From an optimization exercise on the open Yosys and OpenROAD flow, aimed at small area and a short achievable clock period; shortcuts taken in it are not production practice.

== rev 12 ==
// fpu_top
module fpu_top
(
   input  logic        Clk_CI,
   input  logic        Rst_RBI,
   input  logic        enable,
   input  logic [31:0] operand_a,
   input  logic [31:0] operand_b,
   input  logic [1:0]  op,
   output logic [31:0] result,
   output logic        valid,
   output logic        of,
   output logic        uf,
   output logic        zero,
   output logic        ix,
   output logic        iv,
   output logic        inf
);
==> flow/config.mk <==
export PLATFORM = sky130hd
export DESIGN_NAME = fpu_top
export DESIGN_NICKNAME = fpu_top
export VERILOG_FILES = /design/flow/design.v
export SDC_FILE = /design/flow/constraint.sdc
export NUM_CORES = 4
export LEC_CHECK = 0
export CAP_MARGIN = 20
export CORE_MARGIN = 2
export CORE_UTILIZATION = 50
export SLEW_MARGIN = 20
export SYNTH_HIERARCHICAL = 1
==> flow/constraint.sdc <==
create_clock -name core_clock -period 18.0 [get_ports {Clk_CI}]
set_input_delay 3.6000 -clock core_clock [delete_from_list [all_inputs] [get_ports {Clk_CI}]]
set_output_delay 3.6000 -clock core_clock [all_outputs]
set_load 0.01 [all_outputs]
standard.sh (not shown) runs the stock make flow with config.mk's settings and CLKGATE_MAP_FILE= SYNTH_SCRIPT=/design/flow/synth_recipe.tcl, a recipe that flattens the netlist after the stock synthesis.
==> flow/flow/run.sh <==
#!/bin/bash
# The standard layout (standard.sh) with two changes in how it is made:
#  - ports are buffered with buf_2 rather than the default port buffer;
#  - timing repair aims past the clock period: repair_timing's setup margin is
#    raised so that the resizer also works on paths that already meet it.
# The constraints (constraint.sdc, the clock period) are not changed.
set -o pipefail
export BUFFER_PORTS_ARGS="-buffer_cell sky130_fd_sc_hd__buf_2"
export SETUP_SLACK_MARGIN=11
bash standard.sh > standard.log 2>&1
Relative to rev 12, the following input files were edited for rev 13:
--- a/flow/design.v
+++ b/flow/design.v
@@ -33,12 +33,13 @@
 (
    input  logic [22:0] mant_big,     
    input  logic [23:0] mant_small,   
    input  logic [4:0]  shamt,        
    input  logic        sub,          
    input  logic        near,         
+   output logic        swapped,      
    input  logic [7:0]  exp_big,      
    output logic [25:0] t,            
    output logic        stk,          
    output logic [7:0]  e0,           
    output logic        g255,         
    output logic        g254,         
@@ -66,13 +67,20 @@
    assign t_far   = fshift ? {1'b0, sum[25:1]} : sum[27:2];
    assign stk_far = fshift ? sum[0] : (sum[1] | sum[0]);
    logic [24:0] diff;
    logic [4:0]  lz;
    logic [24:0] norm;
    logic [7:0]  e_near;
-   assign diff = {1'b1, mant_big, 1'b0} - (shamt[0] ? {1'b0, mant_small} : {mant_small, 1'b0});
+   logic [24:0] nb, ns;
+   logic [25:0] dab, dba;
+   assign nb  = {1'b1, mant_big, 1'b0};
+   assign ns  = shamt[0] ? {1'b0, mant_small} : {mant_small, 1'b0};
+   assign dab = {1'b0, nb} - {1'b0, ns};
+   assign dba = {1'b0, ns} - {1'b0, nb};
+   assign swapped = near & dab[25];
+   assign diff = dab[25] ? dba[24:0] : dab[24:0];
    logic [31:0] lzin;
    logic [15:0] v1;
    logic [15:0] c1;
    logic [7:0]  v2;
    logic [1:0]  c2 [8];
    logic [3:0]  v3;
@@ -1770,13 +1778,13 @@
    localparam logic [1:0] SP_INF  = 2'd2;
    localparam logic [1:0] SP_NAN  = 2'd3;
    logic        sa, sb, is_mul, is_sub, sbe;
    logic [7:0]  ea, eb;
    logic [22:0] fa, fb;
    logic        za, zb, maxa, maxb, nana, nanb, infa, infb;
-   logic        a_big, eq_mag;
+   logic        a_big, eq_mag, ssm_d;
    logic [8:0]  dab, dba;
    logic [7:0]  dexp;
    logic [4:0]  shamt_d;
    logic [1:0]  sp_d;
    logic        sign_d;
    logic [9:0]  exp_d;
@@ -1796,17 +1804,18 @@
    assign maxa = &ea;
    assign maxb = &eb;
    assign nana = maxa & (|fa);
    assign nanb = maxb & (|fb);
    assign infa = maxa & ~(|fa);
    assign infb = maxb & ~(|fb);
-   assign a_big  = {ea, fa} >= {eb, fb};
    assign eq_mag = {ea, fa} == {eb, fb};
    assign dab    = {1'b0, ea} - {1'b0, eb};
    assign dba    = {1'b0, eb} - {1'b0, ea};
+   assign a_big  = ~dab[8];
    assign dexp   = dab[8] ? dba[7:0] : dab[7:0];
+   assign ssm_d  = a_big ? sbe : sa;
    assign shamt_d = (|dexp[7:5]) ? 5'd31 : dexp[4:0];
    always_comb
    begin
       sp_d   = SP_NONE;
       sign_d = is_mul ? (sa ^ sb) : (a_big ? sa : sbe);
       if (nana | nanb | (is_mul ? ((infa & zb) | (za & infb)) : (infa & infb & (sa ^ sbe))))
@@ -1826,13 +1835,13 @@
    end
    assign exp_d = is_mul ? ({2'b00, ea} + {2'b00, eb} - 10'd127) : {2'b00, (a_big ? ea : eb)};
    assign mb_d  = a_big ? fa : fb;
    assign ms_d  = a_big ? (zb ? 23'd0 : fb) : (za ? 23'd0 : fa);
    assign hs_d  = a_big ? ~zb : ~za;
    logic        v1;
-   logic        mul1, sub1, near1, sign1, hs1;
+   logic        mul1, sub1, near1, sign1, ssm1, hs1;
    logic [1:0]  sp1;
    logic [9:0]  exp1;
    logic [4:0]  shamt1;
    logic [22:0] mb1, ms1;
    always_ff @(posedge Clk_CI, negedge Rst_RBI)
    begin
@@ -1844,12 +1853,13 @@
    always_ff @(posedge Clk_CI)
    begin
       mul1   <= is_mul;
       sub1   <= sa ^ sbe;
       near1  <= (sa ^ sbe) & (dexp[7:1] == 7'd0);
       sign1  <= sign_d;
+      ssm1   <= ssm_d;
       sp1    <= sp_d;
       exp1   <= exp_d;
       shamt1 <= shamt_d;
       mb1    <= mb_d;
       ms1    <= ms_d;
       hs1    <= hs_d;
@@ -1864,20 +1874,22 @@
    (
       .a (mb1),
       .b (ms1),
       .p (prod)
    );
    logic [7:0]  add_e0;
+   logic        add_swapped;
    logic        add_g255, add_g254, add_g253, add_l0, add_lm1, add_lm2;
    fpu_add_path add_path0
    (
       .mant_big   (mb1),
       .mant_small ({hs1, ms1}),
       .shamt      (shamt1),
       .sub        (sub1),
       .near       (near1),
+      .swapped    (add_swapped),
       .exp_big    (exp1[7:0]),
       .t          (add_t),
       .stk        (add_stk),
       .e0         (add_e0),
       .g255       (add_g255),
       .g254       (add_g254),
@@ -1922,13 +1934,13 @@
          v2 <= 1'b0;
       else
          v2 <= v1;
    end
    always_ff @(posedge Clk_CI)
    begin
-      sign2 <= sign1;
+      sign2 <= (~mul1 & (sp1 == SP_NONE) & add_swapped) ? ssm1 : sign1;
       sp2   <= sp1;
       ex2   <= ex_d;
       hi2   <= hi;
       t2    <= t_d[24:1];
       rl2   <= rnd_d & ~hi;
       rh2   <= rnd_d & hi;
[summary]
Comparing rev 12 and rev 13, the lower largest driver fanout on the critical path is on rev 13.
Summary of rev 13 over rev 12: global-route met1 utilization has decreased, signed area change from the synthesized netlist to the final layout went down, layout buffer count excluding clock buffers rose by 39.
[compare] base=rev 12 new=rev 13: mean number of vias per cell lower.
On final period utilization: rev 13 sits below rev 12.
As of rev 13, fmax had risen by a little under 10% compared to rev 12.
In terms of number of flops mapped to enable cells by yosys, rev 13 and rev 12 differ only marginally.
Cell area | rev 13 vs rev 12 | rev 13 larger
Summary of rev 13 over rev 12: multi-input logic cell count up 1.3%, number of max-cap violations about even.
Function was not checked in any run of this note: the RTL went through the layout flow alone.

## port drivers added, routing unchanged
The flow's constraints put no driver on any port. The routed layouts listed below were extracted and timed again, unchanged, in two steps. Step 1: set_driving_cell puts a clkbuf_16 on Clk_CI and a buf_2 on each other input, an assumption about the parent block. Step 2 times the ports against the registers' clock, not the clock port: input delays grow and output delays shrink by t, the midpoint of the rising clock arrivals with the driver on. a / b / c = ideal ports / drivers / drivers and shift; a / b = the first two.
| run | shift t [ns] | setup slack, ns | hold slack, ns | slew at the worst register clock pin (ns) | cell pins on the clock port's net |
|---|---|---|---|---|---|
| rev 12 | 0.536 | 10.504 / 10.504 / 10.504 | 0.349 / 0.349 / 0.349 | 0.06 / 0.06 | 1 |
| rev 13 | 0.508 | 11.053 / 11.053 / 10.864 | 0.349 / 0.349 / 0.349 | 0.06 / 0.06 | 1 |
After both steps setup and hold are still met in every run listed. The setup slack of rev 13, which loses most, moves by 0.000 ns with the drivers and by -0.189 ns with both steps.
